This design comes from an exercise in tuning for small area on the open sky130 flow, not from production work. In this exercise RTL edits were held to simulation tests only and were not proved equivalent to the original. Power figures rest on the tool's default switching activity, not on a simulated workload.

<file path="flow/run.sh">
#!/bin/bash
# synth_recipe.tcl (not shown) runs the flow's synth.tcl, then flattens the netlist and writes it again
# the make line also repeats each setting of config.mk as NAME=value (left out here)
make -C /OpenROAD-flow-scripts/flow DESIGN_CONFIG=/design/flow/config.mk WORK_HOME=/design/flow/orfs CLKGATE_MAP_FILE= SYNTH_SCRIPT=/design/flow/synth_recipe.tcl finish
</file>
<file path="flow/constraint.sdc">
create_clock -name core_clock -period 6.0 [get_ports {clk}]
set_input_delay 1.2000 -clock core_clock [delete_from_list [all_inputs] [get_ports {clk}]]
set_output_delay 1.2000 -clock core_clock [all_outputs]
set_load 0.01 [all_outputs]
</file>
<file path="flow/design.v">
package mips_pkg;
  localparam int DATA_W = 32;
  localparam int REG_ADDR_W = 5;
  localparam int NUM_REGS = 32;
  typedef logic [DATA_W-1:0] word_t;
  typedef logic [REG_ADDR_W-1:0] reg_idx_t;
  localparam reg_idx_t REG_ZERO = 5'd0;
  localparam reg_idx_t REG_SP = 5'd29;
  localparam reg_idx_t REG_RA = 5'd31;
endpackage
module mux2_32
#(
  parameter int W = mips_pkg::DATA_W
) (
  input  logic         sel,
  input  logic [W-1:0] a,
  input  logic [W-1:0] b,
  output logic [W-1:0] y
);
  assign y = sel ? b : a;
endmodule
module reg32_en
#(
  parameter int W = mips_pkg::DATA_W
) (
  input  logic         clk,
  input  logic         rst_n,
  input  logic         en,
  input  logic [W-1:0] d,
  output logic [W-1:0] q
);
  always_ff @(posedge clk or negedge rst_n)
    if (!rst_n) q <= '0;
    else if (en) q <= d;
endmodule
module mips_register_file #(
  parameter int DATA_W = mips_pkg::DATA_W,
  parameter int ADDR_W = mips_pkg::REG_ADDR_W,
  parameter int NUM_REGS = mips_pkg::NUM_REGS
) (
  input  logic              clk,
  input  logic              rst_n,
  input  logic              reg_write,
  input  logic [ADDR_W-1:0] read_reg1,
  input  logic [ADDR_W-1:0] read_reg2,
  input  logic [ADDR_W-1:0] write_reg,
  input  logic [DATA_W-1:0] write_data,
  output logic [DATA_W-1:0] read_data1,
  output logic [DATA_W-1:0] read_data2
);
  logic [DATA_W-1:0] regs [NUM_REGS];
  logic [NUM_REGS-1:1] we;
  logic [DATA_W-1:0] rd [2];
  assign regs[0] = '0;
  for (genvar i = 1; i < NUM_REGS; i++) begin : g_reg
    assign we[i] = reg_write && write_reg == ADDR_W'(i);
    reg32_en #(.W(DATA_W)) u_reg (
      .clk  (clk),
      .rst_n(rst_n),
      .en   (we[i]),
      .d    (write_data),
      .q    (regs[i])
    );
  end
  for (genvar p = 0; p < 2; p++) begin : g_port
    logic [ADDR_W-1:0] sel;
    assign sel = (p == 0) ? read_reg1 : read_reg2;
    for (genvar l = 0; l < ADDR_W; l++) begin : g_lvl
      logic [DATA_W-1:0] y [NUM_REGS>>(l+1)];
      for (genvar j = 0; j < (NUM_REGS >> (l + 1)); j++) begin : g_cell
        if (l == 0) begin : g_leaf
          mux2_32 #(.W(DATA_W)) u_mux (
            .sel(sel[0]),
            .a  (regs[2*j]),
            .b  (regs[2*j+1]),
            .y  (y[j])
          );
        end else begin : g_node
          mux2_32 #(.W(DATA_W)) u_mux (
            .sel(sel[l]),
            .a  (g_lvl[l-1].y[2*j]),
            .b  (g_lvl[l-1].y[2*j+1]),
            .y  (y[j])
          );
        end
      end
    end
    assign rd[p] = g_lvl[ADDR_W-1].y[0];
  end
  assign read_data1 = rd[0];
  assign read_data2 = rd[1];
endmodule
</file>
<file path="flow/config.mk">
export PLATFORM = sky130hd
export DESIGN_NAME = mips_register_file
export DESIGN_NICKNAME = mips_register_file
export VERILOG_FILES = /design/flow/design.v
export SDC_FILE = /design/flow/constraint.sdc
export NUM_CORES = 4
export LEC_CHECK = 0
export CAP_MARGIN = 20
export CORE_MARGIN = 2
export CORE_UTILIZATION = 40
export SLEW_MARGIN = 20
</file>
==> results of run 1 <==
[power breakdown]
| part | switching, uW | total, uW | internal [uW] | leakage (uW) |
|---|---|---|---|---|
| combinational | 1710 | 4250 | 2540 | 0.0113 |
| clock | 2900 | 7130 | 4220 | 0.00185 |
| sequential | 917 | 8920 | 8010 | 0.0127 |
| total | 5530 | 20300 | 14800 | 0.0258 |
[worst max path at each step]
stage	to	cells past startpoint	slack (ns)	start
final	read_data2[26]	7	0.58	read_reg2[2]
after floorplan	read_data2[10]	7	2.05	read_reg2[0]
after CTS	read_data2[11]	7	0.59	read_reg2[0]
after detailed placement	read_data2[11]	7	0.59	read_reg2[0]
after global placement	read_data2[26]	7	0.62	read_reg2[2]
after global routing	read_data2[16]	8	0.58	read_reg2[0]
[synth_stat cells (6+ instances only)]
cell type  number  share of area, %
mux2_2       1019                22
dfrtp_1       992                47
mux4_2        384                16
clkbuf_1      215               1.5
a22o_1        192               3.2
mux2i_1       192               3.6
buf_2         121               1.1
and2_1         66              0.78
a211oi_1       64              0.90
o21ai_1        64              0.60
o22ai_1        64              0.75
o31ai_1        64              0.90
mux2_1         37              0.78
buf_4          35              0.49
buf_1          27              0.19
nand2_1        15              0.11
nor2_1         15              0.11
nor2b_1         8             0.094
buf_6           6              0.13
nand2b_1        6             0.071
[per-stage QoR]
step / power, uW / hold slack [ns]
after floorplan: 11900 / 0.475
after global placement: 13100 / 0.493
after detailed placement: 13300 / 0.505
after CTS: 20400 / 0.469
after global routing: 21200 / 0.520
final: 20300 / 0.481
[layout make-up]
| type | instances | area (um2) | share of cell area (%) |
|---|---|---|---|
| inverter | 2 | 7.51 | 0.0125 |
| clock buffer | 150 | 3070 | 5.11 |
| antenna | 2 | 5.00 | 0.00833 |
| tap | 1755 | 2200 | 3.66 |
| timing repair buffer | 259 | 2490 | 4.14 |
| clock inverter | 47 | 719 | 1.20 |
| multi-input combinational | 2205 | 26800 | 44.6 |
| sequential | 992 | 24800 | 41.3 |
[metal layers]
metal | part of all wire (%) | routed length [um]
met4 | 3.0 | 5040
met1 | 45 | 74400
met2 | 46 | 77300
met3 | 6.1 | 10300
met5 | 0.081 | 136
[logic make-up (layout without fill, tap and decap cells)]
logic type | count (synthesis) | count (layout) | synth area share [%]
AOI/OAI and AO/OA | 448 | 448 | 6.32
buffers and inverters | 408 | 458 | 3.50
other | 0 | 2 | 0
muxes | 1632 | 1632 | 42.2
and+or+nand+nor | 125 | 125 | 1.37
DFF | 992 | 992 | 46.6
==> results.sh, run 1 <==
export IMPL_postLayoutCellArea_um2=60100
export IMPL_rows=133
export IMPL_clock_root_buffer="clkbuf_16"
export IMPL_cts_sinks=992
export IMPL_min_path_type="in -> async"
export IMPL_finalHoldViolations=0
export IMPL_fp_dieW_um=369
export IMPL_io_pins=114
export IMPL_finalSetupViolations=0
export IMPL_nNetsFinal=3617
export IMPL_period_needed_ns=5.42
export IMPL_ys_async_sr_fraction_pct=100
export IMPL_met2_usage_pct=38.5
export IMPL_ff2ff_path_depth=1
export IMPL_largestRegisters="g.u_reg.q: 992 flops"
export IMPL_endpoint_kind="primary output"
export IMPL_clockBufferDepth=3
export IMPL_core_um2=132000
export IMPL_clkLatencyLatePin_ns=0.71
export IMPL_relSlewSlack_pct=22.2
export IMPL_antenna_found_initial=16
export IMPL_fin_worst_skew_ns=0
export IMPL_viasPerCell=6.23
export IMPL_htree_levels=3
export IMPL_synth_main_ff_cell="dfrtp_1"
export IMPL_dp_hpwl_um=101000
export IMPL_io_buffers=113
export IMPL_drt_pass1_iterations=4
export IMPL_setup_slack_ns=0.576
export IMPL_rsz0062_at_grt="no"
export IMPL_met1_usage_pct=34.7
export IMPL_finalMaxSlewViolations=0
export IMPL_tightestPinTransition_ns=1.17
export IMPL_power_leakage_uw=0.0258
export IMPL_gr_total_overflow=0
export IMPL_largest_reg_flops=992
export IMPL_syn_area_um2=53200
export IMPL_die_area_um2=136000
export IMPL_utilization_pct=45.6
export IMPL_fill_cells=11600
export IMPL_critPathBufInv=3
export IMPL_cp_cell_sequence="buf_8 > nand2_2 > buf_4 > o22ai_1 > a211oi_1 > o31ai_1 > clkdlybuf4s50_1"
export IMPL_met3_usage_pct=4.48
export IMPL_syn_inst=3605
export IMPL_status="finished clean"
export IMPL_timing_fmax_mhz=184
export IMPL_vias=33700
export IMPL_final_common_cell="mux2_2"
export IMPL_drive_gt1_share_pct=49.4
export IMPL_cts_setup_buffers=0
export IMPL_cts_resized=0
export IMPL_ys_seq_elements=992
export IMPL_cts_tree="yes"
export IMPL_max_cap_violations=0
export IMPL_peakVddDrop_mv=0.221
export IMPL_final_cells=5412
export IMPL_ys_warnings_count=16
export IMPL_worstPathMaxFanout=54
export IMPL_critPathKind="in -> out"
export IMPL_syn_area_per_cell_um2=14.8
export IMPL_grt_max_degree=149
export IMPL_area_delta_synth_final_pct=12.8
export IMPL_hold_buffers=0
export IMPL_powerDensity_nw_per_um2=338
export IMPL_rr_endpoint="g_reg[23].u_reg.q[5]"
export IMPL_crit_slowest_cell="clkdlybuf4s50_1"
export IMPL_crit_required_ns=4.80
export IMPL_drtAntennaViolNets=0
export IMPL_drt_wl_total_um=167000
export IMPL_grt_pass1_wl_um=247000
export IMPL_fin_crit_sh_pct=90.4
export IMPL_critPathArrivalTime_ns=4.22
export IMPL_place_area_um2=56400
export IMPL_drtIter0Drc=2725
export IMPL_cp_slowest_stage_delay_ns=0.69
export IMPL_dp_cells=5213
export IMPL_crit_family="buffers and inverters"
export IMPL_max_flop_register="g.u_reg.q"
export IMPL_clk_pin_slew_ns=0.06
export IMPL_ys_seq_area_share_pct=46.6
export IMPL_grt_pass1_vias=34800
export IMPL_final_cell_mix="1019 x mux2_2, 992 x dfrtp_1, 384 x mux4_2"
export IMPL_dieHeight_um=369
export IMPL_gp_congestion=0.791
export IMPL_start_util_pct=40.4
export IMPL_finalSetupTns_ns=0
export IMPL_regToRegSetupSlack_ns=5.17
export IMPL_grt_usage_pct=24.6
export IMPL_wl_per_cell_um=30.9
export IMPL_startpoint_type="input pin"
export IMPL_synth_cell_types=30
export IMPL_dp_slack_ns=0.590
export IMPL_synth_edf_count=0
export IMPL_cts_buffers=107
export IMPL_timing_rr_start="g_reg[23].u_reg.q[5]"
export IMPL_drc=0
export IMPL_syn_nets=3655
export IMPL_grt_busiest_layer="met2"
==> inputs of run 2 (changes only) <==
--- a/flow/design.v
+++ b/flow/design.v
@@ -20,2 +20,44 @@
   assign y = sel ? b : a;
+endmodule
+module rf_ao22 (
+  input  logic a1, a2, b1, b2,
+  output logic y
+);
+  assign y = (a1 & a2) | (b1 & b2);
+endmodule
+module rf_aoi22 (
+  input  logic a1, a2, b1, b2,
+  output logic y
+);
+  assign y = ~((a1 & a2) | (b1 & b2));
+endmodule
+module rf_aoi222 (
+  input  logic a1, a2, b1, b2, c1, c2,
+  output logic y
+);
+  assign y = ~((a1 & a2) | (b1 & b2) | (c1 & c2));
+endmodule
+module rf_nand2 (
+  input  logic a, b,
+  output logic y
+);
+  assign y = ~(a & b);
+endmodule
+module rf_nand3 (
+  input  logic a, b, c,
+  output logic y
+);
+  assign y = ~(a & b & c);
+endmodule
+module rf_nand4 (
+  input  logic a, b, c, d,
+  output logic y
+);
+  assign y = ~(a & b & c & d);
+endmodule
+module rf_or3 (
+  input  logic a, b, c,
+  output logic y
+);
+  assign y = a | b | c;
 endmodule
@@ -50,43 +92,45 @@
 );
-  logic [DATA_W-1:0] regs [NUM_REGS];
-  logic [NUM_REGS-1:1] we;
-  logic [DATA_W-1:0] rd [2];
-  assign regs[0] = '0;
+  logic [NUM_REGS-1:1][DATA_W-1:0] regs;
+  logic [NUM_REGS-1:1][DATA_W-1:0] nxt;
+  logic [NUM_REGS-1:1] valid;
+  logic [NUM_REGS-1:1] we, we_n;
   for (genvar i = 1; i < NUM_REGS; i++) begin : g_reg
     assign we[i] = reg_write && write_reg == ADDR_W'(i);
-    reg32_en #(.W(DATA_W)) u_reg (
-      .clk  (clk),
-      .rst_n(rst_n),
-      .en   (we[i]),
-      .d    (write_data),
-      .q    (regs[i])
-    );
+    assign we_n[i] = !we[i];
+    for (genvar b = 0; b < DATA_W; b++) begin : g_bit
+      rf_ao22 u_hold (.a1(we[i]), .a2(write_data[b]), .b1(we_n[i]), .b2(regs[i][b]), .y(nxt[i][b]));
+    end
+    always_ff @(posedge clk) regs[i] <= nxt[i];
   end
+  always_ff @(posedge clk or negedge rst_n)
+    if (!rst_n) valid <= '0;
+    else valid <= valid | we;
   for (genvar p = 0; p < 2; p++) begin : g_port
-    logic [ADDR_W-1:0] sel;
-    assign sel = (p == 0) ? read_reg1 : read_reg2;
-    for (genvar l = 0; l < ADDR_W; l++) begin : g_lvl
-      logic [DATA_W-1:0] y [NUM_REGS>>(l+1)];
-      for (genvar j = 0; j < (NUM_REGS >> (l + 1)); j++) begin : g_cell
-        if (l == 0) begin : g_leaf
-          mux2_32 #(.W(DATA_W)) u_mux (
-            .sel(sel[0]),
-            .a  (regs[2*j]),
-            .b  (regs[2*j+1]),
-            .y  (y[j])
-          );
-        end else begin : g_node
-          mux2_32 #(.W(DATA_W)) u_mux (
-            .sel(sel[l]),
-            .a  (g_lvl[l-1].y[2*j]),
-            .b  (g_lvl[l-1].y[2*j+1]),
-            .y  (y[j])
-          );
-        end
+    logic [ADDR_W-1:0] ra;
+    logic [NUM_REGS-1:1] sel;
+    logic [DATA_W-1:0] rd;
+    assign ra = (p == 0) ? read_reg1 : read_reg2;
+    for (genvar i = 1; i < NUM_REGS; i++) begin : g_sel
+      assign sel[i] = valid[i] && ra == ADDR_W'(i);
+    end
+    for (genvar b = 0; b < DATA_W; b++) begin : g_bit
+      logic [10:0] t_n;   
+      logic [2:0] t;      
+      for (genvar g = 0; g < 10; g++) begin : g_grp
+        rf_aoi222 u_g (.a1(sel[3*g+1]), .a2(regs[3*g+1][b]),
+                       .b1(sel[3*g+2]), .b2(regs[3*g+2][b]),
+                       .c1(sel[3*g+3]), .c2(regs[3*g+3][b]), .y(t_n[g]));
       end
+      rf_nand2 u_g31 (.a(sel[31]), .b(regs[31][b]), .y(t_n[10]));
+      rf_nand4 u_n0 (.a(t_n[0]), .b(t_n[1]), .c(t_n[2]), .d(t_n[3]), .y(t[0]));
+      rf_nand4 u_n1 (.a(t_n[4]), .b(t_n[5]), .c(t_n[6]), .d(t_n[7]), .y(t[1]));
+      rf_nand3 u_n2 (.a(t_n[8]), .b(t_n[9]), .c(t_n[10]), .y(t[2]));
+      rf_or3 u_o (.a(t[0]), .b(t[1]), .c(t[2]), .y(rd[b]));
     end
-    assign rd[p] = g_lvl[ADDR_W-1].y[0];
+    if (p == 0) begin : g_o1
+      assign read_data1 = rd;
+    end else begin : g_o2
+      assign read_data2 = rd;
+    end
   end
-  assign read_data1 = rd[0];
-  assign read_data2 = rd[1];
 endmodule
--- a/flow/config.mk
+++ b/flow/config.mk
@@ -11 +11,2 @@
 export SLEW_MARGIN = 20
+export SYNTH_HIERARCHICAL = 1
==> run 2 against run 1 <==
  * Now fails the layout checks on negative setup slack
  * Clock skew unchanged
  * Register-to-register slack improved by 0.14 ns
  * Largest cell class is now flip-flops and latches
  * Final cell count decreased by 8.8%
==> results.sh, run 2 <==
export IMPL_status="failed layout checks"
export IMPL_failed_checks="negative setup slack"
export IMPL_finalSetupViolations=6
export IMPL_die_area_um2=99700
export IMPL_synth_top_area_share_pct=51.1
export IMPL_seqPwrFrac_pct=51.1
export IMPL_setup_slack_ns=-0.0439
export IMPL_cts_sinks=1023
export IMPL_largest_reg_flops=992
export IMPL_nNetsFinal=3624
export IMPL_cp_startpoint="read_reg1[0]"
export IMPL_clockBufferDepth=3
export IMPL_startpoint_type="input pin"
export IMPL_rsz0062_at_grt="no"
export IMPL_syn_inst=3209
export IMPL_ys_warnings_count=7
export IMPL_ys_seq_elements=1023
export IMPL_final_cell_mix="992 x a22o_1, 992 x dfxtp_1, 640 x a222oi_1"
export IMPL_drc=0
export IMPL_grt_pass1_wl_um=264000
export IMPL_tightestPinTransition_ns=1.27
export IMPL_wl_per_cell_um=38.1
export IMPL_clock_root_buffer="clkbuf_16"
export IMPL_cp_cell_sequence="clkdlybuf4s50_1 > nor3b_1 > and3_2 > buf_4 > a222oi_1 > nand4_1 > or3_1 > clkdlybuf4s50_1"
export IMPL_dp_hpwl_um=107000
export IMPL_io_pins=114
export IMPL_clockPowerShare_pct=37.0
export IMPL_timing_fmax_mhz=165
export IMPL_cts_buffers=102
export IMPL_drt_pass1_iterations=13
export IMPL_fin_crit_sh_pct=101
export IMPL_yosys_area_top_type="dfxtp_1"
export IMPL_drive_gt1_share_pct=12.9
export IMPL_synthTopCellsByCount="992 x a22o_1, 992 x dfxtp_1, 640 x a222oi_1"
export IMPL_synth_cell_types=33
export IMPL_viasPerCell=7.91
export IMPL_ys_top_cells_by_area="dfxtp_1 51%, a22o_1 22%, a222oi_1 16%"
export IMPL_cts_tree="yes"
export IMPL_area_delta_synth_final_pct=21.6
export IMPL_core_um2=96600
export IMPL_hold_start="valid[28]"
export IMPL_vias=39100
export IMPL_cts_resized=0
export IMPL_grt_usage_pct=36.0
export IMPL_synth_main_ff_cell="dfxtp_1"
export IMPL_grt_pass1_vias=36800
export IMPL_pwr_share_comb_pct=11.9
export IMPL_worstPathMaxFanout=17
export IMPL_max_cap_violations=0
export IMPL_crit_family="simple AND/OR/NAND/NOR gates"
export IMPL_rows=114
export IMPL_critPathArrivalTime_ns=4.84
export IMPL_critPathBufInv=3
export IMPL_endpoint_kind="primary output"
export IMPL_finalSetupTns_ns=-0.157
export IMPL_powerDensity_nw_per_um2=382
export IMPL_peakVddDrop_mv=0.255
export IMPL_rr_endpoint="valid[10]"
export IMPL_start_util_pct=40.3
export IMPL_io_buffers=113
export IMPL_period_needed_ns=6.04
export IMPL_crit_slowest_cell="and3_2"
export IMPL_relSlewSlack_pct=14.8
export IMPL_power_leakage_uw=0.0191
export IMPL_cp_depth=8
export IMPL_hold_depth=1
export IMPL_crit_required_ns=4.80
export IMPL_cts_setup_buffers=0
export IMPL_max_flop_register="regs"
export IMPL_regToRegSetupSlack_ns=5.31
export IMPL_syn_area_um2=38900
export IMPL_synth_edf_count=0
export IMPL_finalHoldViolations=0
export IMPL_gr_total_overflow=0
export IMPL_ys_seq_area_share_pct=53.1
export IMPL_ys_async_sr_fraction_pct=3.03
export IMPL_endpoint="read_data1[20]"
export IMPL_dp_cells=4743
export IMPL_syn_nets=3259
export IMPL_finalMaxSlewViolations=0
export IMPL_fp_dieW_um=316
export IMPL_drtIter0Drc=9057
export IMPL_min_path_type="reg -> reg"
export IMPL_dieHeight_um=316
export IMPL_syn_area_per_cell_um2=12.1
export IMPL_crit_top_cell="clkdlybuf4s50_1"
export IMPL_htree_levels=3
export IMPL_largestRegisters="regs: 992 flops, valid: 31 flops"
export IMPL_gp_congestion=0.941
export IMPL_p_sw_share_pct=27.1
export IMPL_hold_buffers=0
export IMPL_clk_pin_slew_ns=0.07
export IMPL_clkLatencyLatePin_ns=0.69
export IMPL_drtAntennaViolNets=0
export IMPL_fin_worst_skew_ns=0
export IMPL_grt_max_degree=33
export IMPL_final_cells=4938
export IMPL_timing_rr_start="valid[10]"
export IMPL_p_int_uw=13200
export IMPL_critPathKind="in -> out"
export IMPL_ff2ff_path_depth=1
export IMPL_drt_wl_total_um=188000
export IMPL_switching_power_uw=4910
export IMPL_antenna_found_initial=6
export IMPL_cp_slowest_stage_delay_ns=0.71
==> run 2: cell count changes after synthesis, sizes merged, moves of 81 or more <==
cell	previous run	this run
nand2	15	96
a222oi	0	640
mux2	1056	0
a22o	192	992
mux2i	192	0
buf	189	14
dfxtp	0	992
mux4	384	0
nand4	1	129
clkbuf	217	10
dfrtp	992	31
==> run 2: power groups by stage <==
stage	Combinational (uW)	Sequential (uW)	Clock, uW
final	2150	9240	6690
after CTS	2100	9180	6700
after detailed placement	2100	9290	0
after global routing	2280	9390	6980
after global placement	2030	9290	0
after floorplan	1340	9030	0
==> run 2: final cells by class <==
class / count / area, um2
flip-flops and latches: 1023 / 20600
multi-input cells: 2162 / 18500
diodes: 2 / 5.00
clock inverters: 53 / 576
clock buffers: 137 / 2880
well taps: 1276 / 1600
fillers: 8595 / 49300
repair buffers: 285 / 3040
==> run 2: how the worst min path moves through the flow <==
stage / end / slack [ns]
3_3_place_gp: valid[3] / 0.45
6_report: valid[28] / 0.47
3_5_place_dp: valid[28] / 0.45
5_1_grt: valid[23] / 0.48
2_1_floorplan: valid[10] / 0.43
4_1_cts: valid[28] / 0.47
==> run 2: routing by layer <==
metal,wire (um),GRT usage (%),vias up
li1,-,-,15600
met1,70800,48.8,19000
met2,73900,49.0,3751
met3,30500,12.5,718
met4,12900,21.7,2
met5,36,0.284,-
==> run 2: metrics by stage <==
stage / power (uW) / setup WS [ns] / hold slack [ns] / utilization (%) / area (um2)
after floorplan: 10400 / 0.549 / 0.433 / - / 38900
after global routing: 18600 / 0.0228 / 0.485 / 49.0 / 47300
after CTS: 18000 / 0.185 / 0.470 / 48.9 / 47200
after global placement: 11300 / 0.238 / 0.450 / 45.1 / 43600
final: 18100 / -0.0439 / 0.471 / 49.0 / 47300
after detailed placement: 11400 / 0.203 / 0.454 / 45.3 / 43700
==> run 2: logic make-up after synthesis <==
| group | Yosys count | share of synthesized area (%) |
|---|---|---|
| AOI/OAI and AO/OA | 1663 | 39.4 |
| and+or+nand+nor | 499 | 7.21 |
| buffers and inverters | 24 | 0.312 |
| DFF | 1023 | 53.1 |
==> run 2: modules after synthesis (local to each module, per instance) <==
| module | cells inside | times used | flops+latches | cell area (um2) |
|---|---|---|---|---|
| mips_register_file | 1257 | 1 | 1023 | 22000 |
| rf_aoi222 | 1 | 640 | 0 | 10.0 |
| rf_ao22 | 1 | 992 | 0 | 8.76 |
| rf_nand4 | 1 | 128 | 0 | 6.26 |
| rf_or3 | 1 | 64 | 0 | 6.26 |
| rf_nand3 | 1 | 64 | 0 | 5.00 |
| rf_nand2 | 1 | 64 | 0 | 3.75 |
==> inputs of run 3 (changes only) <==
--- a/flow/config.mk
+++ b/flow/config.mk
@@ -10,2 +10,6 @@
 export CORE_UTILIZATION = 40
+export CTS_BUF_LIST = sky130_fd_sc_hd__clkbuf_16
+export CTS_CLUSTER_DIAMETER = 50
+export CTS_CLUSTER_SIZE = 25
+export SETUP_SLACK_MARGIN = 0.1
 export SLEW_MARGIN = 20
==> run 3 against run 2 <==
  * Worst hold slack gained 0.0086 ns
  * Critical path depth fell by 1
  * Register-to-register slack got worse by 0.02 ns
  * Now clean on timing, DRC and antenna
  * Via count increased by 0.23%
  * Sequential cell count unchanged
  * Setup slack improved by 0.10 ns
  * Clock power is 4.5% higher
  * Synthesized cell count unchanged
  * Utilization grew 0.27 points
  * Count of clock-buffer cells in the layout decreased by 31
  * First-iteration DRC count is 0.36% lower
  * Largest cell class unchanged
==> results.sh, run 3 <==
export IMPL_die_area_um2=99700
export IMPL_endpoint_kind="primary output"
export IMPL_syn_inst=3209
export IMPL_peakVddDrop_mv=0.250
export IMPL_rsz0062_at_grt="no"
export IMPL_hold_start="valid[28]"
export IMPL_fin_crit_sh_pct=99.0
export IMPL_startpoint_type="input pin"
export IMPL_nNetsFinal=3625
export IMPL_timing_rr_start="valid[10]"
export IMPL_critPathKind="in -> out"
export IMPL_viasPerCell=7.92
export IMPL_hold_buffers=0
export IMPL_wl_per_cell_um=38.1
export IMPL_utilization_pct=49.2
export IMPL_fp_dieW_um=316
export IMPL_synthTopCellsByCount="992 x a22o_1, 992 x dfxtp_1, 640 x a222oi_1"
export IMPL_ys_seq_elements=1023
export IMPL_finalMaxSlewViolations=0
export IMPL_dieHeight_um=316
export IMPL_max_flop_register="regs"
export IMPL_start_util_pct=40.3
export IMPL_hold_depth=1
export IMPL_fin_worst_skew_ns=0
export IMPL_drive_gt1_share_pct=13.3
export IMPL_ys_warnings_count=7
export IMPL_gr_total_overflow=0
export IMPL_synth_simple_gate_area_share_pct=7.21
export IMPL_area_delta_synth_final_pct=22.3
export IMPL_grt_pass1_wl_um=264000
export IMPL_setup_slack_ns=0.0588
export IMPL_dp_cells=4743
export IMPL_drt_pass1_iterations=17
export IMPL_period_needed_ns=5.94
export IMPL_tightestPinTransition_ns=1.26
export IMPL_largestRegisters="regs: 992 flops, valid: 31 flops"
export IMPL_max_cap_violations=0
export IMPL_rows=114
export IMPL_power_leakage_uw=0.0191
export IMPL_synth_edf_count=0
export IMPL_syn_area_um2=38900
export IMPL_synth_top_family_by_area="compound AO/OA/AOI/OAI gates"
export IMPL_syn_area_per_cell_um2=12.1
export IMPL_grt_usage_pct=36.1
export IMPL_synth_cell_types=33
export IMPL_synth_main_ff_cell="dfxtp_1"
export IMPL_crit_required_ns=4.80
export IMPL_cts_tree="yes"
export IMPL_drtAntennaViolNets=0
export IMPL_dp_slack_ns=0.203
export IMPL_timing_fmax_mhz=168
export IMPL_io_buffers=113
export IMPL_relSlewSlack_pct=15.7
export IMPL_ff2ff_path_depth=1
export IMPL_hold_end="valid[28]"
export IMPL_final_cells=4942
export IMPL_powerDensity_nw_per_um2=387
export IMPL_clock_root_buffer="clkbuf_16"
export IMPL_cts_buffers=103
export IMPL_syn_nets=3259
export IMPL_status="finished clean"
export IMPL_ys_seq_area_share_pct=53.1
export IMPL_drc=0
export IMPL_grt_pass1_vias=36800
export IMPL_regToRegSetupSlack_ns=5.29
export IMPL_min_path_type="reg -> reg"
export IMPL_yosys_area_top_type="dfxtp_1"
export IMPL_rr_endpoint="valid[10]"
export IMPL_ys_async_sr_fraction_pct=3.03
export IMPL_critPathArrivalTime_ns=4.74
export IMPL_grt_max_degree=33
export IMPL_antenna_found_initial=4
export IMPL_worstPathMaxFanout=32
export IMPL_cp_startpoint="read_reg2[4]"
export IMPL_vias=39100
export IMPL_largest_reg_flops=992
export IMPL_htree_levels=3
export IMPL_cts_setup_buffers=0
export IMPL_clkLatencyLatePin_ns=0.70
export IMPL_cts_sinks=1023
export IMPL_synth_xor_area_share_pct=0
export IMPL_finalSetupViolations=0
export IMPL_ys_top_cells_by_area="dfxtp_1 51%, a22o_1 22%, a222oi_1 16%"
export IMPL_finalHoldViolations=0
export IMPL_core_um2=96600
export IMPL_fill_cells=8568
export IMPL_clockBufferDepth=3
export IMPL_dp_hpwl_um=107000
export IMPL_synth_compound_area_share_pct=39.4
export IMPL_gp_congestion=0.941
export IMPL_clk_pin_slew_ns=0.08
export IMPL_io_pins=114
export IMPL_final_cell_mix="992 x a22o_1, 992 x dfxtp_1, 640 x a222oi_1"
export IMPL_drt_wl_total_um=188000
export IMPL_synth_top_area_share_pct=51.1
export IMPL_synth_mux_area_share_pct=0
export IMPL_synth_fa_ha_area_share_pct=0
export IMPL_drtIter0Drc=9024
export IMPL_finalSetupTns_ns=0
export IMPL_holdWs_ns=0.480
## run 3: cell counts after synthesis
Identical to the previous run, type by type.
## run 3: cells by family (layout without fill, tap and decap cells)
group | Yosys count | count (layout)
buffers and inverters | 24 | 478
and+or+nand+nor | 499 | 499
other | 0 | 3
DFF | 1023 | 1023
AOI/OAI and AO/OA | 1663 | 1663
## run 3: area by class of cell
type                    instances  area (um2)  area share (%)
diodes                          3        7.51          0.0158
clock buffers                 106        2650            5.58
clock inverters                87        1010            2.13
multi-input cells            2162       18600            39.1
flip-flops and latches       1023       20600            43.4
well taps                    1276        1600            3.36
repair buffers                285        3050            6.42
## run 3: how the worst max path moves through the flow
stage	depth (start not counted)	slack, ns	to
2_1_floorplan	5	0.55	read_data1[0]
3_3_place_gp	8	0.24	read_data1[1]
3_5_place_dp	7	0.20	read_data1[7]
4_1_cts	7	0.20	read_data2[26]
5_1_grt	7	0.11	read_data1[12]
6_report	7	0.06	read_data2[26]
## run 3: repair_timing
action | in CTS | in global routing
setup endpoints to repair | 0 | 23
resized for setup | 0 | 11
hold endpoints to repair | 0 | 0
## run 3: worst max-delay path, stage by stage
cell,delay [ns]
clkdlybuf4s50_1,0.63
and3b_1,0.26
and3_2,0.58
a222oi_1,0.49
nand4_1,0.50
or3_1,0.53
clkdlybuf4s50_1,0.49
## run 3: Yosys stat by module (local to each module, per instance), a selection
module              times used  cell area [um2]  cells
rf_aoi222                  640             10.0      1
rf_or3                      64             6.26      1
rf_nand4                   128             6.26      1
mips_register_file           1            22000   1257
rf_ao22                    992             8.76      1
rf_nand3                    64             5.00      1
## run 3: metrics by stage
stage / instance area, um2 / total power [uW]
2_1_floorplan: 38900 / 10400
3_5_place_dp: 43700 / 11400
4_1_cts: 47400 / 18300
5_1_grt: 47500 / 18900
6_report: 47500 / 18400
3_3_place_gp: 43600 / 11300
## run 3: metal layers
layer  track usage (%)  up-vias  part of all wire [%]
met4              22.2        2                   6.8
li1                  -    15700                     -
met2              49.2     3742                    39
met5             0.852        -                 0.024
met3              12.1      722                    16
met1              48.8    19000                    38
## run 3: where the power goes
part	switching [uW]	internal, uW
combinational	946	1210
clock	3330	3650
sequential	1080	8160
total	5360	13000
==> inputs of run 4 (changes only) <==
==> flow/flow/run.sh (new file) <==
#!/bin/bash
# Layout flow: the standard ORFS flow (standard.sh, unchanged synthesis), with two
# changes: the ports are buffered with buf_2 cells instead of the resizer's default pick,
# and the clock tree is built from clkbuf_16 clusters of up to 25 flip-flops without
# dummy loads. Each tool's log stays under orfs/logs; make's own output goes to make.log.
set -euo pipefail
export BUFFER_PORTS_ARGS="-buffer_cell sky130_fd_sc_hd__buf_2"
export CTS_ARGS="-sink_clustering_enable -repair_clock_nets -dont_use_dummy_load -buf_list sky130_fd_sc_hd__clkbuf_16 -sink_clustering_size 25 -sink_clustering_max_diameter 50"
bash standard.sh > make.log 2>&1
==> flow/standard.sh (new file) <==
#!/bin/bash
# synth_recipe.tcl (not shown) runs the flow's synth.tcl, then flattens the netlist and writes it again
# the make line also repeats each setting of config.mk as NAME=value (left out here)
make -C /OpenROAD-flow-scripts/flow DESIGN_CONFIG=/design/flow/config.mk WORK_HOME=/design/flow/orfs CLKGATE_MAP_FILE= SYNTH_SCRIPT=/design/flow/synth_recipe.tcl "${@:-finish}"
--- a/flow/config.mk
+++ b/flow/config.mk
@@ -10,5 +10,2 @@
 export CORE_UTILIZATION = 40
-export CTS_BUF_LIST = sky130_fd_sc_hd__clkbuf_16
-export CTS_CLUSTER_DIAMETER = 50
-export CTS_CLUSTER_SIZE = 25
 export SETUP_SLACK_MARGIN = 0.1
removed: flow/run.sh
==> run 4 against run 3 <==
  * Final area down 6.2%
  * Critical path depth unchanged
  * Clock power down about 20%
  * Register-to-register slack worse by 0.02 ns
  * Maximum frequency up 12%
  * Worst hold slack better by 0.00083 ns
  * Still clean
  * Highest routed layer unchanged
  * Synthesized cell count unchanged
==> results.sh, run 4 <==
export IMPL_status="finished clean"
export IMPL_htree_levels=3
export IMPL_crit_slowest_cell="nand4_1"
export IMPL_ys_top_cells_by_area="dfxtp_1 51%, a22o_1 22%, a222oi_1 16%"
export IMPL_largest_reg_flops=992
export IMPL_wl_met1_um=71000
export IMPL_fin_worst_skew_ns=0
export IMPL_syn_area_per_cell_um2=12.1
export IMPL_finalMaxSlewViolations=0
export IMPL_switching_power_uw=4630
export IMPL_drt_wl_total_um=190000
export IMPL_io_pins=114
export IMPL_cp_cell_sequence="buf_2 > and3b_1 > and3_2 > a222oi_1 > nand4_1 > or3_1 > buf_2"
export IMPL_io_buffers=113
export IMPL_postLayoutCellArea_um2=44600
export IMPL_p_sw_share_pct=27.5
export IMPL_min_path_type="reg -> reg"
export IMPL_core_um2=96600
export IMPL_drive_gt1_share_pct=11.9
export IMPL_top_layer="met5"
export IMPL_max_flop_register="regs"
export IMPL_dp_slack_ns=1.00
export IMPL_synth_cell_types=33
export IMPL_critPathKind="in -> out"
export IMPL_cts_buffers=103
export IMPL_startpoint_type="input pin"
export IMPL_grt_max_degree=33
export IMPL_antenna_found_initial=10
export IMPL_hold_depth=1
export IMPL_viasPerCell=8.15
export IMPL_syn_inst=3209
export IMPL_finalHoldViolations=0
export IMPL_start_util_pct=40.3
export IMPL_fp_dieW_um=316
export IMPL_drtAntennaViolNets=0
export IMPL_tightestPinTransition_ns=1.31
export IMPL_ys_seq_elements=1023
export IMPL_cp_slowest_stage_delay_ns=0.59
export IMPL_synth_main_ff_cell="dfxtp_1"
export IMPL_power_leakage_uw=0.0181
export IMPL_syn_area_um2=38900
export IMPL_cts_sinks=1023
export IMPL_ys_warnings_count=7
export IMPL_powerDensity_nw_per_um2=378
export IMPL_largestRegisters="regs: 992 flops, valid: 31 flops"
export IMPL_clockPowerShare_pct=33.0
export IMPL_ys_async_sr_fraction_pct=3.03
export IMPL_regArea_um2=20600
export IMPL_wl_per_cell_um=40.0
export IMPL_synthTopCellsByCount="992 x a22o_1, 992 x dfxtp_1, 640 x a222oi_1"
export IMPL_clkLatencyLatePin_ns=0.66
export IMPL_fill_cells=8720
export IMPL_cp_depth=7
export IMPL_clock_root_buffer="clkbuf_16"
export IMPL_drt_pass1_iterations=14
export IMPL_grt_usage_pct=36.3
export IMPL_syn_nets=3259
export IMPL_cts_tree="yes"
export IMPL_seqPwrFrac_pct=55.0
export IMPL_p_int_uw=12200
export IMPL_ff2ff_path_depth=1
export IMPL_gp_congestion=0.963
export IMPL_timing_fmax_mhz=188
export IMPL_area_delta_synth_final_pct=14.7
export IMPL_nNetsFinal=3520
export IMPL_wl_met2_um=75200
export IMPL_die_area_um2=99700
export IMPL_cts_resized=0
export IMPL_synth_edf_count=0
export IMPL_ys_seq_area_share_pct=53.1
export IMPL_setup_slack_ns=0.681
export IMPL_vias=38700
export IMPL_multi_input_area_um2=18600
export IMPL_place_area_um2=41900
export IMPL_rows=114
export IMPL_hold_buffers=0
export IMPL_max_cap_violations=0
export IMPL_final_cell_mix="992 x a22o_1, 992 x dfxtp_1, 640 x a222oi_1"
export IMPL_power_uw=16900
export IMPL_cts_setup_buffers=0
export IMPL_finalSetupTns_ns=0
export IMPL_period_needed_ns=5.32
export IMPL_crit_top_cell="buf_2"
export IMPL_relSlewSlack_pct=12.2
export IMPL_rsz0062_at_grt="no"
export IMPL_fin_crit_sh_pct=88.7
export IMPL_dp_hpwl_um=105000
export IMPL_drc=0
export IMPL_crit_family="simple AND/OR/NAND/NOR gates"
export IMPL_clockBufferDepth=3
export IMPL_endpoint_kind="primary output"
export IMPL_wl_met3_um=30500
export IMPL_gr_total_overflow=0
export IMPL_crit_required_ns=4.80
export IMPL_grt_pass1_vias=36700
export IMPL_yosys_area_top_type="dfxtp_1"
export IMPL_synth_top_area_share_pct=51.1
export IMPL_worstPathMaxFanout=32
export IMPL_grt_pass1_wl_um=265000
export IMPL_dieHeight_um=316
export IMPL_peakVddDrop_mv=0.219
export IMPL_finalSetupViolations=0
export IMPL_clk_pin_slew_ns=0.05
export IMPL_critPathArrivalTime_ns=4.12
export IMPL_drtIter0Drc=9605
export IMPL_utilization_pct=46.2
export IMPL_critPathBufInv=2
export IMPL_pwr_share_comb_pct=12.0
[run 4: changes by cell type in the layout (fill, tap and decap cells not counted), sizes merged]
cell           before  now
buf               173  180
bufinv              5    0
clkbuf            106  103
clkdlybuf4s50     112    0
clkinv             29    0
clkinvlp            7    0
diode               3    6
inv                46    0
[run 4: power groups by stage]
stage	Combinational (uW)	Sequential (uW)	Clock (uW)
after floorplan	1340	9030	0
after global placement	1890	9320	0
after detailed placement	1960	9310	0
after CTS	1960	9200	5580
after global routing	2130	9400	5820
final	2020	9270	5570
[run 4: cells by family after synthesis]
logic type,after synthesis,synth area share (%)
AOI/OAI and AO/OA,1663,39.4
buffers and inverters,24,0.312
DFF,1023,53.1
and+or+nand+nor,499,7.21
[run 4: metrics by stage]
step / cells / hold slack [ns]
after floorplan: 3209 / 0.433
after global placement: 4633 / 0.451
after detailed placement: 4636 / 0.458
after CTS: 4739 / 0.468
after global routing: 4745 / 0.488
final: 4750 / 0.481
[run 4: final timing paths]
kind	startpoint	end	slack (ns)
worst max register to register	valid[30]	valid[30]	5.27
worst min-delay path	valid[10]	valid[10]	0.48
max in group asynchronous	rst_n	valid[10]	4.91
worst min register to register	valid[10]	valid[10]	0.48
worst max-delay path	read_reg1[4]	read_data1[10]	0.68
min in group asynchronous	rst_n	valid[18]	0.58
[run 4: modules after synthesis (local to each module, per instance), a selection]
module / cells inside / flops+latches / times used / area [um2]
rf_ao22: 1 / 0 / 992 / 8.76
rf_or3: 1 / 0 / 64 / 6.26
rf_aoi222: 1 / 0 / 640 / 10.0
rf_nand4: 1 / 0 / 128 / 6.26
mips_register_file: 1257 / 1023 / 1 / 22000
rf_nand2: 1 / 0 / 64 / 3.75
[run 4: layout make-up]
cell class,count,share of cell area [%]
Sequential cell,1023,46.2
Multi-Input combinational cell,2162,41.6
Clock buffer,103,5.78
Tap cell,1276,3.58
Timing Repair Buffer,180,2.75
Antenna cell,6,0.0337
[run 4: metal layers]
layer / vias to the layer above / global-route usage (%)
met5: - / 0.237
met4: 6 / 21.3
met3: 746 / 13.6
met2: 3750 / 49.7
met1: 18900 / 48.4
li1: 15300 / -
==> inputs of run 5 (changes only) <==
==> flow/flow/run.sh (replaced) <==
#!/bin/bash
# Layout flow: the standard ORFS flow (standard.sh, unchanged synthesis), with two
# changes: the ports are buffered with buf_2 cells instead of the resizer's default pick,
# and the clock tree is built from clkbuf_4 clusters of up to 9 flip-flops without
# dummy loads. Each tool's log stays under orfs/logs; make's own output goes to make.log.
set -euo pipefail
export BUFFER_PORTS_ARGS="-buffer_cell sky130_fd_sc_hd__buf_2"
export CTS_ARGS="-sink_clustering_enable -repair_clock_nets -dont_use_dummy_load -buf_list sky130_fd_sc_hd__clkbuf_4 -sink_clustering_size 9 -sink_clustering_max_diameter 60"
bash standard.sh > make.log 2>&1
==> run 5 against run 4 <==
  * Still clean on timing, DRC and antenna
  * Final cell count is 0.69% higher
  * Combinational power about the same
  * Global-route usage up 0.15 points
==> results.sh, run 5 <==
export IMPL_final_cell_mix="992 x a22o_1, 992 x dfxtp_1, 640 x a222oi_1"
export IMPL_critPathArrivalTime_ns=4.07
export IMPL_vias=39000
export IMPL_timing_fmax_mhz=190
export IMPL_p_sw_share_pct=30.2
export IMPL_powerDensity_nw_per_um2=340
export IMPL_fin_crit_sh_pct=87.9
export IMPL_yosys_area_top_type="dfxtp_1"
export IMPL_clock_root_buffer="clkbuf_4"
export IMPL_core_um2=96600
export IMPL_switching_power_uw=4420
export IMPL_crit_top_cell="buf_2"
export IMPL_io_buffers=113
export IMPL_syn_area_per_cell_um2=12.1
export IMPL_tightestPinTransition_ns=1.30
export IMPL_clkLatencyLatePin_ns=1.04
export IMPL_largest_reg_flops=992
export IMPL_cts_resized=0
export IMPL_io_pins=114
export IMPL_setup_slack_ns=0.725
export IMPL_synth_xor_area_share_pct=0
export IMPL_utilization_pct=44.6
export IMPL_peakVddDrop_mv=0.178
export IMPL_drive_gt1_share_pct=12.6
export IMPL_dp_slack_ns=1.00
export IMPL_synth_top_family_by_area="compound AO/OA/AOI/OAI gates"
export IMPL_hold_buffers=0
export IMPL_regArea_um2=20600
export IMPL_gr_total_overflow=0
export IMPL_seqPwrFrac_pct=63.2
export IMPL_synth_main_ff_cell="dfxtp_1"
export IMPL_syn_inst=3209
export IMPL_max_flop_register="regs"
export IMPL_synth_mux_area_share_pct=0
export IMPL_dp_cells=4636
export IMPL_grt_pass1_vias=36800
export IMPL_cts_buffers=132
export IMPL_cts_sinks=1023
export IMPL_finalHoldViolations=0
export IMPL_wl_per_cell_um=39.8
export IMPL_crit_required_ns=4.80
export IMPL_viasPerCell=8.15
export IMPL_synth_fa_ha_area_share_pct=0
export IMPL_area_delta_synth_final_pct=10.7
export IMPL_largestRegisters="regs: 992 flops, valid: 31 flops"
export IMPL_ys_top_cells_by_area="dfxtp_1 51%, a22o_1 22%, a222oi_1 16%"
export IMPL_dieHeight_um=316
export IMPL_synth_edf_count=0
export IMPL_ys_warnings_count=7
export IMPL_clockBufferDepth=3
export IMPL_max_cap_violations=0
export IMPL_grt_max_degree=33
export IMPL_drtIter0Drc=9135
export IMPL_ys_async_sr_fraction_pct=3.03
export IMPL_gp_congestion=0.963
export IMPL_cp_cell_sequence="buf_2 > and3b_1 > and3_2 > a222oi_1 > nand4_1 > or3_1 > buf_2"
export IMPL_clk_pin_slew_ns=0.10
export IMPL_clockPowerShare_pct=23.1
export IMPL_endpoint_kind="primary output"
export IMPL_dp_hpwl_um=105000
export IMPL_drtAntennaViolNets=0
export IMPL_drt_pass1_iterations=14
export IMPL_holdWs_ns=0.173
export IMPL_ys_seq_elements=1023
export IMPL_relSlewSlack_pct=13.4
export IMPL_start_util_pct=40.3
export IMPL_antenna_found_initial=12
export IMPL_finalMaxSlewViolations=0
export IMPL_critPathKind="in -> out"
export IMPL_min_path_type="in -> async"
export IMPL_fin_worst_skew_ns=0
export IMPL_multi_input_area_um2=18600
export IMPL_synth_compound_area_share_pct=39.4
export IMPL_synth_top_area_share_pct=51.1
export IMPL_finalSetupTns_ns=0
export IMPL_p_int_uw=10200
export IMPL_fp_dieW_um=316
export IMPL_startpoint_type="input pin"
export IMPL_status="finished clean"
export IMPL_synth_simple_gate_area_share_pct=7.21
export IMPL_die_area_um2=99700
export IMPL_drt_wl_total_um=190000
export IMPL_cts_setup_buffers=0
export IMPL_grt_pass1_wl_um=265000
export IMPL_cts_tree="yes"
export IMPL_synthTopCellsByCount="992 x a22o_1, 992 x dfxtp_1, 640 x a222oi_1"
export IMPL_cp_slowest_stage_delay_ns=0.58
export IMPL_htree_levels=4
export IMPL_nNetsFinal=3550
export IMPL_synth_cell_types=33
export IMPL_power_leakage_uw=0.0175
export IMPL_pwr_share_comb_pct=13.7
export IMPL_finalSetupViolations=0
export IMPL_syn_nets=3259
export IMPL_worstPathMaxFanout=32
export IMPL_rsz0062_at_grt="no"
export IMPL_rows=114
export IMPL_period_needed_ns=5.27
export IMPL_fill_cells=8923
export IMPL_grt_usage_pct=36.4
export IMPL_syn_area_um2=38900
export IMPL_crit_slowest_cell="nand4_1"
export IMPL_drc=0
export IMPL_final_cells=4783
export IMPL_ys_seq_area_share_pct=53.1
-- run 5: cells by family (layout without fill, tap and decap cells) --
logic type,Yosys count,in the layout
AO/OA/AOI/OAI,1663,1663
other,0,9
flip-flops,1023,1023
AND/OR/NAND/NOR,499,499
buffers and inverters,24,313
-- run 5: power groups by stage --
stage	clock, uW	sequential [uW]	combinational, uW
2_1_floorplan	0	9030	1340
3_3_place_gp	0	9320	1890
3_5_place_dp	0	9310	1960
4_1_cts	3380	9190	1950
5_1_grt	3630	9390	2130
6_report	3380	9260	2010
-- run 5: worst paths after layout --
| check | start | to | slack (ns) | cells past startpoint |
|---|---|---|---|---|
| max reg2reg | valid[30] | valid[30] | 5.28 | 1 |
| max in group asynchronous | rst_n | valid[1] | 5.33 | 1 |
| min reg2reg | valid[10] | valid[10] | 0.49 | 1 |
| max | read_reg1[4] | read_data1[10] | 0.73 | 7 |
| min in group core_clock | valid[10] | valid[10] | 0.49 | 1 |
| min | rst_n | valid[30] | 0.17 | 1 |
-- run 5: final cells by class --
| cell class | count | share of cell area (%) |
|---|---|---|
| antenna | 9 | 0.0523 |
| clock buffer | 132 | 2.30 |
| multi-input combinational | 2162 | 43.1 |
| sequential | 1023 | 47.9 |
| tap | 1276 | 3.71 |
| timing repair buffer | 181 | 2.88 |
-- run 5: metrics by stage --
stage	area, um2	total power [uW]
after floorplan	38900	10400
after global placement	41800	11200
after detailed placement	41900	11300
after CTS	42900	14500
after global routing	43000	15100
final	43100	14700
-- run 5: Yosys stat by module, one instance, submodules excluded --
module	area, um2	flops+latches	cells
mips_register_file	22000	1023	1257
rf_aoi222	10.0	0	1
rf_nand4	6.26	0	1
rf_nand2	3.75	0	1
rf_nand3	5.00	0	1
rf_or3	6.26	0	1
rf_ao22	8.76	0	1
-- run 5: per-layer routing --
metal	share of wire (%)	routed length (um)	GRT usage, %	vias to the layer above
met5	0.042	80	0.426	-
met4	6.5	12500	21.1	10
met3	16	30300	13.5	748
met2	40	75900	49.9	3887
met1	38	71400	48.8	19000
li1	-	-	-	15400
-- run 5: critical path, delay by kind of cell --
kind / cells / cell delay (ns)
AOI/OAI and AO/OA: 1 / 0.49
buffers and inverters: 2 / 0.35
and+or+nand+nor: 4 / 1.97
==> inputs of run 6 (changes only) <==
==> flow/flow/run.sh (replaced) <==
#!/bin/bash
# Layout flow: the standard ORFS flow (standard.sh, unchanged synthesis), with two
# changes: the ports are buffered with buf_1 cells instead of the resizer's default pick,
# and the clock tree is built from clkbuf_8 clusters of up to 16 flip-flops without
# dummy loads. Each tool's log stays under orfs/logs; make's own output goes to make.log.
set -euo pipefail
export BUFFER_PORTS_ARGS="-buffer_cell sky130_fd_sc_hd__buf_1"
export CTS_ARGS="-sink_clustering_enable -repair_clock_nets -dont_use_dummy_load -buf_list sky130_fd_sc_hd__clkbuf_8 -sink_clustering_size 16 -sink_clustering_max_diameter 70"
bash standard.sh > make.log 2>&1
--- a/flow/config.mk
+++ b/flow/config.mk
@@ -10,3 +10,2 @@
 export CORE_UTILIZATION = 40
-export SETUP_SLACK_MARGIN = 0.1
 export SLEW_MARGIN = 20
==> run 6 against run 5 <==
  * Highest routed layer unchanged
  * Clock skew did not move
  * Combinational power barely moved
  * Critical path depth did not move
  * Setup slack got worse by 0.20 ns
  * Synthesized cell count did not move
  * Count of clock-buffer cells in the layout fell by 58
  * Sequential cell count did not move
  * Maximum frequency fell by 3.7%
  * Register-to-register slack barely moved
  * Via count fell by 1.2%
==> results.sh, run 6 <==
export IMPL_status="finished clean"
export IMPL_startpoint_type="input pin"
export IMPL_clk_pin_slew_ns=0.12
export IMPL_hold_start="valid[22]"
export IMPL_timing_rr_start="valid[3]"
export IMPL_drc=0
export IMPL_ff2ff_path_depth=1
export IMPL_p_int_uw=10300
export IMPL_cts_setup_buffers=0
export IMPL_finalSetupTns_ns=0
export IMPL_regToRegSetupSlack_ns=5.28
export IMPL_area_delta_synth_final_pct=11.3
export IMPL_gr_total_overflow=0
export IMPL_die_area_um2=99700
export IMPL_timing_fmax_mhz=183
export IMPL_pwr_share_comb_pct=13.7
export IMPL_yosys_area_top_type="dfxtp_1"
export IMPL_powerDensity_nw_per_um2=339
export IMPL_ys_seq_area_share_pct=53.1
export IMPL_gp_congestion=0.918
export IMPL_clkLatencyLatePin_ns=0.73
export IMPL_max_flop_register="regs"
export IMPL_hold_depth=1
export IMPL_wl_per_cell_um=39.6
export IMPL_ys_warnings_count=7
export IMPL_core_um2=96600
export IMPL_dp_hpwl_um=105000
export IMPL_worstPathMaxFanout=32
export IMPL_rsz0062_at_grt="no"
export IMPL_vias=38500
export IMPL_drtAntennaViolNets=0
export IMPL_synth_top_area_share_pct=51.1
export IMPL_largest_reg_flops=992
export IMPL_fill_cells=8899
export IMPL_grt_pass1_vias=36100
export IMPL_synth_edf_count=0
export IMPL_finalMaxSlewViolations=0
export IMPL_crit_top_cell="buf_1"
export IMPL_clockBufferDepth=3
export IMPL_dp_cells=4687
export IMPL_viasPerCell=8.08
export IMPL_fin_crit_sh_pct=91.3
export IMPL_synthTopCellsByCount="992 x a22o_1, 992 x dfxtp_1, 640 x a222oi_1"
export IMPL_crit_required_ns=4.80
export IMPL_peakVddDrop_mv=0.147
export IMPL_syn_area_per_cell_um2=12.1
export IMPL_drt_wl_total_um=189000
export IMPL_cts_resized=0
export IMPL_seqPwrFrac_pct=63.1
export IMPL_period_needed_ns=5.48
export IMPL_cp_slowest_stage_delay_ns=0.66
export IMPL_hold_buffers=0
export IMPL_max_cap_violations=0
export IMPL_fp_dieW_um=316
export IMPL_fin_worst_skew_ns=0
export IMPL_clock_root_buffer="clkbuf_8"
export IMPL_crit_slowest_cell="and3_2"
export IMPL_io_buffers=113
export IMPL_hold_end="valid[22]"
export IMPL_grt_pass1_wl_um=262000
export IMPL_grt_usage_pct=36.0
export IMPL_critPathKind="in -> out"
export IMPL_finalHoldViolations=0
export IMPL_htree_levels=3
export IMPL_largestRegisters="regs: 992 flops, valid: 31 flops"
export IMPL_p_sw_share_pct=29.5
export IMPL_power_leakage_uw=0.0173
export IMPL_drive_gt1_share_pct=9.31
export IMPL_endpoint_kind="primary output"
export IMPL_start_util_pct=40.3
export IMPL_cp_startpoint="read_reg1[1]"
export IMPL_drtIter0Drc=9321
export IMPL_ys_async_sr_fraction_pct=3.03
export IMPL_final_cells=4769
export IMPL_dieHeight_um=316
export IMPL_cts_sinks=1023
export IMPL_syn_nets=3259
export IMPL_tightestPinTransition_ns=1.35
export IMPL_synth_cell_types=33
export IMPL_antenna_found_initial=9
export IMPL_nNetsFinal=3541
export IMPL_io_pins=114
export IMPL_syn_inst=3209
export IMPL_rr_endpoint="valid[3]"
export IMPL_grt_max_degree=33
export IMPL_cts_buffers=74
export IMPL_clockPowerShare_pct=23.2
export IMPL_final_cell_mix="992 x a22o_1, 992 x dfxtp_1, 640 x a222oi_1"
export IMPL_ys_seq_elements=1023
export IMPL_rows=114
export IMPL_synth_main_ff_cell="dfxtp_1"
export IMPL_ys_top_cells_by_area="dfxtp_1 51%, a22o_1 22%, a222oi_1 16%"
export IMPL_critPathArrivalTime_ns=4.28
export IMPL_drt_pass1_iterations=14
export IMPL_switching_power_uw=4320
export IMPL_finalSetupViolations=0
export IMPL_cts_tree="yes"
export IMPL_syn_area_um2=38900
export IMPL_cp_cell_sequence="buf_1 > nor3b_1 > and3_2 > a222oi_1 > nand4_1 > or3_1 > buf_1"
export IMPL_relSlewSlack_pct=10.3
export IMPL_min_path_type="reg -> reg"
run 6: cell counts after synthesis:
No cell type changed its count.
run 6: through the flow:
step                      power [uW]  util, %  instance area, um2  hold WS, ns  setup WS (ns)
after floorplan                10400        -               38900        0.433          0.549
after global placement         11200     43.6               42100        0.449          0.836
after detailed placement       11300     43.6               42100        0.457          0.805
after CTS                      14500     44.7               43100        0.482          0.795
after global routing           15100     44.8               43300        0.499          0.606
final                          14600     44.8               43300        0.489          0.524
run 6: cell type report:
cell class,instances,area [um2],area share (%)
Multi-Input combinational cell,2162,18600,42.9
Sequential cell,1023,20600,47.7
Clock buffer,74,1020,2.35
Tap cell,1276,1600,3.69
Timing Repair Buffer,230,1440,3.33
Antenna cell,4,10.0,0.0231
run 6: power by group through the flow:
stage          logic [uW]  clock network, uW  registers (uW)
6_report             2010               3400            9240
5_1_grt              2120               3610            9380
4_1_cts              1950               3400            9170
3_5_place_dp         1950                  0            9300
3_3_place_gp         1890                  0            9300
2_1_floorplan        1340                  0            9030
run 6: cells by family (layout without fill, tap and decap cells):
group / Yosys count / count (layout) / share of synthesized area, %
AO/OA/AOI/OAI: 1663 / 1663 / 39.4
flip-flops: 1023 / 1023 / 53.1
buffers and inverters: 24 / 304 / 0.312
AND/OR/NAND/NOR: 499 / 499 / 7.21
other: 0 / 4 / 0
run 6: how the worst max path moves through the flow:
| stage | to | depth (start not counted) | slack, ns |
|---|---|---|---|
| finish | read_data1[0] | 7 | 0.52 |
| global route | read_data1[11] | 7 | 0.61 |
| CTS | read_data1[13] | 7 | 0.79 |
| detailed placement | read_data1[13] | 7 | 0.81 |
| global placement | read_data1[13] | 7 | 0.84 |
| floorplan | read_data1[0] | 5 | 0.55 |
run 6: layer usage:
metal  global-route usage [%]  vias to the layer above  wire (um)
li1                         -                    15300          -
met1                     47.5                    18800      70700
met2                     48.8                     3668      73700
met3                     13.6                      766      30000
met4                     23.5                       11      14400
met5                    0.852                        -        173
run 6: worst max-delay path: cells and delay by family:
| family | cells | cell delay [ns] |
|---|---|---|
| buf+inv | 2 | 0.64 |
| compound gates | 1 | 0.48 |
| simple gates | 4 | 1.93 |
run 6: modules after synthesis (local to each module, per instance):
module	area, um2	flip-flops and latches	times used	cells inside
rf_nand2	3.75	0	64	1
rf_aoi222	10.0	0	640	1
mips_register_file	22000	1023	1	1257
rf_or3	6.26	0	64	1
rf_nand3	5.00	0	64	1
rf_ao22	8.76	0	992	1
rf_nand4	6.26	0	128	1
==> inputs of run 7 (changes only) <==
--- a/flow/design.v
+++ b/flow/design.v
@@ -63,2 +63,39 @@
 endmodule
+module rf_and3 (
+  input  logic a, b, c,
+  output logic y
+);
+  assign y = a & b & c;
+endmodule
+module rf_pre2 (
+  input  logic [1:0] a,
+  output logic [3:0] y
+);
+  for (genvar k = 0; k < 4; k++) begin : g_k
+    assign y[k] = a == 2'(k);
+  end
+endmodule
+module rf_pre3 (
+  input  logic [2:0] a,
+  output logic [7:0] y
+);
+  for (genvar k = 0; k < 8; k++) begin : g_k
+    assign y[k] = a == 3'(k);
+  end
+endmodule
+module rf_pre3e (
+  input  logic [2:0] a,
+  input  logic       en,
+  output logic [7:0] y
+);
+  for (genvar k = 0; k < 8; k++) begin : g_k
+    assign y[k] = en && a == 3'(k);
+  end
+endmodule
+module rf_and2 (
+  input  logic a, b,
+  output logic y
+);
+  assign y = a & b;
+endmodule
 module reg32_en
@@ -96,5 +133,16 @@
   logic [NUM_REGS-1:1] we, we_n;
+  logic [3:0] wlo, rlo1, rlo2;
+  logic [7:0] whi, rhi1, rhi2;
+  rf_pre2 u_wlo (.a(write_reg[1:0]), .y(wlo));
+  rf_pre3e u_whi (.a(write_reg[4:2]), .en(reg_write), .y(whi));
+  rf_pre2 u_rlo1 (.a(read_reg1[1:0]), .y(rlo1));
+  rf_pre3 u_rhi1 (.a(read_reg1[4:2]), .y(rhi1));
+  rf_pre2 u_rlo2 (.a(read_reg2[1:0]), .y(rlo2));
+  rf_pre3 u_rhi2 (.a(read_reg2[4:2]), .y(rhi2));
+  logic [NUM_REGS-1:1] sel1, sel2;
   for (genvar i = 1; i < NUM_REGS; i++) begin : g_reg
-    assign we[i] = reg_write && write_reg == ADDR_W'(i);
-    assign we_n[i] = !we[i];
+    rf_and2 u_we (.a(wlo[i%4]), .b(whi[i/4]), .y(we[i]));
+    rf_nand2 u_wen (.a(wlo[i%4]), .b(whi[i/4]), .y(we_n[i]));
+    rf_and3 u_s1 (.a(rlo1[i%4]), .b(rhi1[i/4]), .c(valid[i]), .y(sel1[i]));
+    rf_and3 u_s2 (.a(rlo2[i%4]), .b(rhi2[i/4]), .c(valid[i]), .y(sel2[i]));
     for (genvar b = 0; b < DATA_W; b++) begin : g_bit
@@ -108,9 +156,5 @@
   for (genvar p = 0; p < 2; p++) begin : g_port
-    logic [ADDR_W-1:0] ra;
     logic [NUM_REGS-1:1] sel;
     logic [DATA_W-1:0] rd;
-    assign ra = (p == 0) ? read_reg1 : read_reg2;
-    for (genvar i = 1; i < NUM_REGS; i++) begin : g_sel
-      assign sel[i] = valid[i] && ra == ADDR_W'(i);
-    end
+    assign sel = (p == 0) ? sel1 : sel2;
     for (genvar b = 0; b < DATA_W; b++) begin : g_bit
==> flow/flow/run.sh (replaced) <==
#!/bin/bash
# Layout flow: the standard ORFS flow (standard.sh, unchanged synthesis), with two
# changes: the ports are buffered with buf_2 cells instead of the resizer's default pick,
# and the clock tree is built from clkbuf_4 clusters of up to 9 flip-flops without
# dummy loads. Each tool's log stays under orfs/logs; make's own output goes to make.log.
set -euo pipefail
export BUFFER_PORTS_ARGS="-buffer_cell sky130_fd_sc_hd__buf_2"
export CTS_ARGS="-sink_clustering_enable -repair_clock_nets -dont_use_dummy_load -buf_list sky130_fd_sc_hd__clkbuf_4 -sink_clustering_size 9 -sink_clustering_max_diameter 60"
bash standard.sh > make.log 2>&1
--- a/flow/config.mk
+++ b/flow/config.mk
@@ -10,2 +10,3 @@
 export CORE_UTILIZATION = 40
+export SETUP_SLACK_MARGIN = 0.1
 export SLEW_MARGIN = 20
==> run 7 against run 6 <==
  * Register-to-register slack worse by 0.02 ns
  * Power about the same
  * Clock skew unchanged
  * Sequential share of layout area up 0.80 points
  * Synthesized cell count down 1.3%
  * Critical path depth up 1
  * Maximum frequency up 4.4%
  * Via count about the same
  * Non-clock buffer count down 60
  * Critical path type unchanged
==> results.sh, run 7 <==
export IMPL_largest_reg_flops=992
export IMPL_core_um2=96300
export IMPL_utilization_pct=44.2
export IMPL_syn_inst=3166
export IMPL_endpoint_kind="primary output"
export IMPL_clkLatencyLatePin_ns=1.12
export IMPL_cp_cell_sequence="buf_2 > and2b_2 > and3_2 > buf_4 > a222oi_1 > nand4_1 > or3_1 > buf_2"
export IMPL_finalSetupTns_ns=0
export IMPL_fin_worst_skew_ns=0
export IMPL_synth_top_family_by_area="compound AO/OA/AOI/OAI gates"
export IMPL_cts_buffers=134
export IMPL_drt_pass1_iterations=13
export IMPL_power_leakage_uw=0.0173
export IMPL_rows=114
export IMPL_finalHoldViolations=0
export IMPL_cp_slowest_stage_delay_ns=0.55
export IMPL_grt_pass1_vias=36200
export IMPL_synth_edf_count=0
export IMPL_powerDensity_nw_per_um2=344
export IMPL_synth_fa_ha_area_share_pct=0
export IMPL_finalSetupViolations=0
export IMPL_yosys_area_top_type="dfxtp_1"
export IMPL_cts_tree="yes"
export IMPL_ff2ff_path_depth=1
export IMPL_postLayoutCellArea_um2=42600
export IMPL_drive_gt1_share_pct=13.0
export IMPL_power_uw=14600
export IMPL_startpoint_type="input pin"
export IMPL_ys_seq_area_share_pct=53.3
export IMPL_dp_hpwl_um=105000
export IMPL_drc=0
export IMPL_grt_usage_pct=36.1
export IMPL_gr_total_overflow=0
export IMPL_synthTopCellsByCount="992 x a22o_1, 992 x dfxtp_1, 640 x a222oi_1"
export IMPL_dieHeight_um=315
export IMPL_viasPerCell=8.09
export IMPL_wl_per_cell_um=39.3
export IMPL_wl_met3_um=28700
export IMPL_max_flop_register="regs"
export IMPL_fp_dieW_um=315
export IMPL_grt_max_degree=34
export IMPL_synth_xor_area_share_pct=0
export IMPL_io_buffers=113
export IMPL_synth_top_area_share_pct=51.3
export IMPL_critPathKind="in -> out"
export IMPL_cts_sinks=1023
export IMPL_gp_congestion=0.913
export IMPL_ys_seq_elements=1023
export IMPL_ys_async_sr_fraction_pct=3.03
export IMPL_cts_setup_buffers=0
export IMPL_grt_pass1_wl_um=263000
export IMPL_top_layer="met5"
export IMPL_relSlewSlack_pct=10.7
export IMPL_drtIter0Drc=9343
export IMPL_syn_area_um2=38700
export IMPL_synth_mux_area_share_pct=0
export IMPL_die_area_um2=99200
export IMPL_rsz0062_at_grt="no"
export IMPL_synth_simple_gate_area_share_pct=7.65
export IMPL_peakVddDrop_mv=0.222
export IMPL_area_delta_synth_final_pct=10.0
export IMPL_clockBufferDepth=3
export IMPL_final_cell_mix="992 x a22o_1, 992 x dfxtp_1, 640 x a222oi_1"
export IMPL_critPathBufInv=3
export IMPL_max_cap_violations=0
export IMPL_timing_fmax_mhz=191
export IMPL_critPathArrivalTime_ns=4.04
export IMPL_place_area_um2=41500
export IMPL_start_util_pct=40.2
export IMPL_tightestPinTransition_ns=1.34
export IMPL_cts_resized=0
export IMPL_dp_slack_ns=0.885
export IMPL_crit_slowest_cell="or3_1"
export IMPL_nNetsFinal=3522
export IMPL_drt_wl_total_um=187000
export IMPL_htree_levels=4
export IMPL_io_pins=114
export IMPL_ys_warnings_count=7
export IMPL_crit_top_cell="buf_2"
export IMPL_drtAntennaViolNets=0
export IMPL_min_path_type="in -> async"
export IMPL_worstPathMaxFanout=24
export IMPL_largestRegisters="regs: 992 flops, valid: 31 flops"
export IMPL_period_needed_ns=5.24
export IMPL_syn_area_per_cell_um2=12.2
export IMPL_synth_compound_area_share_pct=39.0
export IMPL_syn_nets=3216
export IMPL_synth_cell_types=23
export IMPL_status="finished clean"
export IMPL_clock_root_buffer="clkbuf_4"
export IMPL_antenna_found_initial=24
export IMPL_fin_crit_sh_pct=87.4
export IMPL_synth_main_ff_cell="dfxtp_1"
export IMPL_crit_family="simple AND/OR/NAND/NOR gates"
export IMPL_vias=38600
export IMPL_setup_slack_ns=0.757
export IMPL_cp_depth=8
export IMPL_hold_buffers=0
export IMPL_ys_top_cells_by_area="dfxtp_1 51%, a22o_1 22%, a222oi_1 17%"
export IMPL_finalMaxSlewViolations=0
export IMPL_wl_met2_um=76000
export IMPL_wl_met1_um=68600
export IMPL_crit_required_ns=4.80
export IMPL_clk_pin_slew_ns=0.11
run 7: cell count changes in the layout (fill, tap and decap cells not counted), moves of 6 or more:
cell | before | now
buf_1 | 109 | 0
or2_1 | 0 | 31
clkbuf_4 | 0 | 134
and3b_2 | 0 | 6
and2_2 | 0 | 33
clkbuf_8 | 74 | 0
nor2_4 | 31 | 0
a21o_1 | 31 | 0
diode_2 | 4 | 17
buf_4 | 108 | 56
buf_2 | 0 | 113
run 7: cells by family (layout without fill, tap and decap cells):
| logic type | count (synthesis) | after routing |
|---|---|---|
| other | 0 | 17 |
| AOI/OAI and AO/OA | 1632 | 1632 |
| DFF | 1023 | 1023 |
| buffers and inverters | 0 | 304 |
| and+or+nand+nor | 511 | 511 |
run 7: worst paths after layout:
kind                                   to  slack (ns)         start
max in group asynchronous       valid[21]        5.35         rst_n
hold / removal                  valid[24]        0.12         rst_n
min in group core_clock         valid[12]        0.49     valid[12]
hold reg to reg                 valid[12]        0.49     valid[12]
setup / recovery           read_data2[14]        0.76  read_reg2[0]
setup reg to reg                 valid[4]        5.26      valid[4]
run 7: power breakdown:
part	internal, uW	switching, uW	leakage [uW]	total (uW)
Clock	1030	2360	0.000617	3390
Combinational	1060	921	0.00811	1980
Sequential	8150	1120	0.00861	9280
Total	10200	4410	0.0173	14600
run 7: final cells by class:
class | instances | area [um2]
flip-flops and latches | 1023 | 20600
fillers | 9019 | 53700
diodes | 17 | 42.5
multi-input cells | 2143 | 18300
well taps | 1276 | 1600
repair buffers | 170 | 1010
clock buffers | 134 | 1010
run 7: stage by stage:
step / std cells / hold WS, ns
floorplan: 3166 / 0.439
global placement: 4611 / 0.462
detailed placement: 4611 / 0.460
CTS: 4745 / 0.0970
global route: 4756 / 0.178
finish: 4763 / 0.121
run 7: modules after synthesis (local to each module, per instance), excerpt:
| module | copies in the design | cells inside |
|---|---|---|
| rf_aoi222 | 640 | 1 |
| mips_register_file | 1 | 1054 |
| rf_ao22 | 992 | 1 |
| rf_pre3 | 2 | 8 |
| rf_nand2 | 95 | 1 |
| rf_nand3 | 64 | 1 |
| rf_and3 | 62 | 1 |
run 7: layer usage:
layer	up-vias	global-route usage [%]
met5	-	0
met4	12	23.6
met3	875	12.5
met2	3676	50.6
met1	18700	46.8
li1	15300	-

==> what the ideal ports hide <==
The results above use ideal ports. As a check the final layouts listed here were re-extracted and re-timed, cells and wires unchanged. Step 1 assumes that a clkbuf_16 drives the clock port and a buf_2 every other input. Step 2 times the ports against the registers' clock, not the clock port: input delays grow and output delays shrink by t, the midpoint of the rising clock arrivals with the driver on. Slacks: ideal / step 1 / step 2; pairs: ideal / step 1.
run	shift t [ns]	setup WS [ns]	worst setup path after step 2	slew at the worst register clock pin (ns)	pins driven straight from the clock port
run 1	0.810	0.576 / 0.520 / 0.520	input to output	0.07 / 0.07	1
run 2	0.738	-0.044 / -0.065 / -0.065	input to output	0.07 / 0.07	1
run 3	0.762	0.059 / 0.024 / 0.024	input to output	0.10 / 0.10	1
run 4	0.732	0.681 / 0.646 / 0.646	input to output	0.08 / 0.08	1
run 5	1.139	0.725 / 0.691 / 0.691	input to output	0.12 / 0.12	1
run 6	0.798	0.524 / 0.493 / 0.493	input to output	0.12 / 0.12	1
run 7	1.163	0.757 / 0.721 / 0.721	input to output	0.11 / 0.11	1
The setup slack of run 1, which loses most, moves by -0.056 ns with the drivers and by -0.056 ns with both steps.
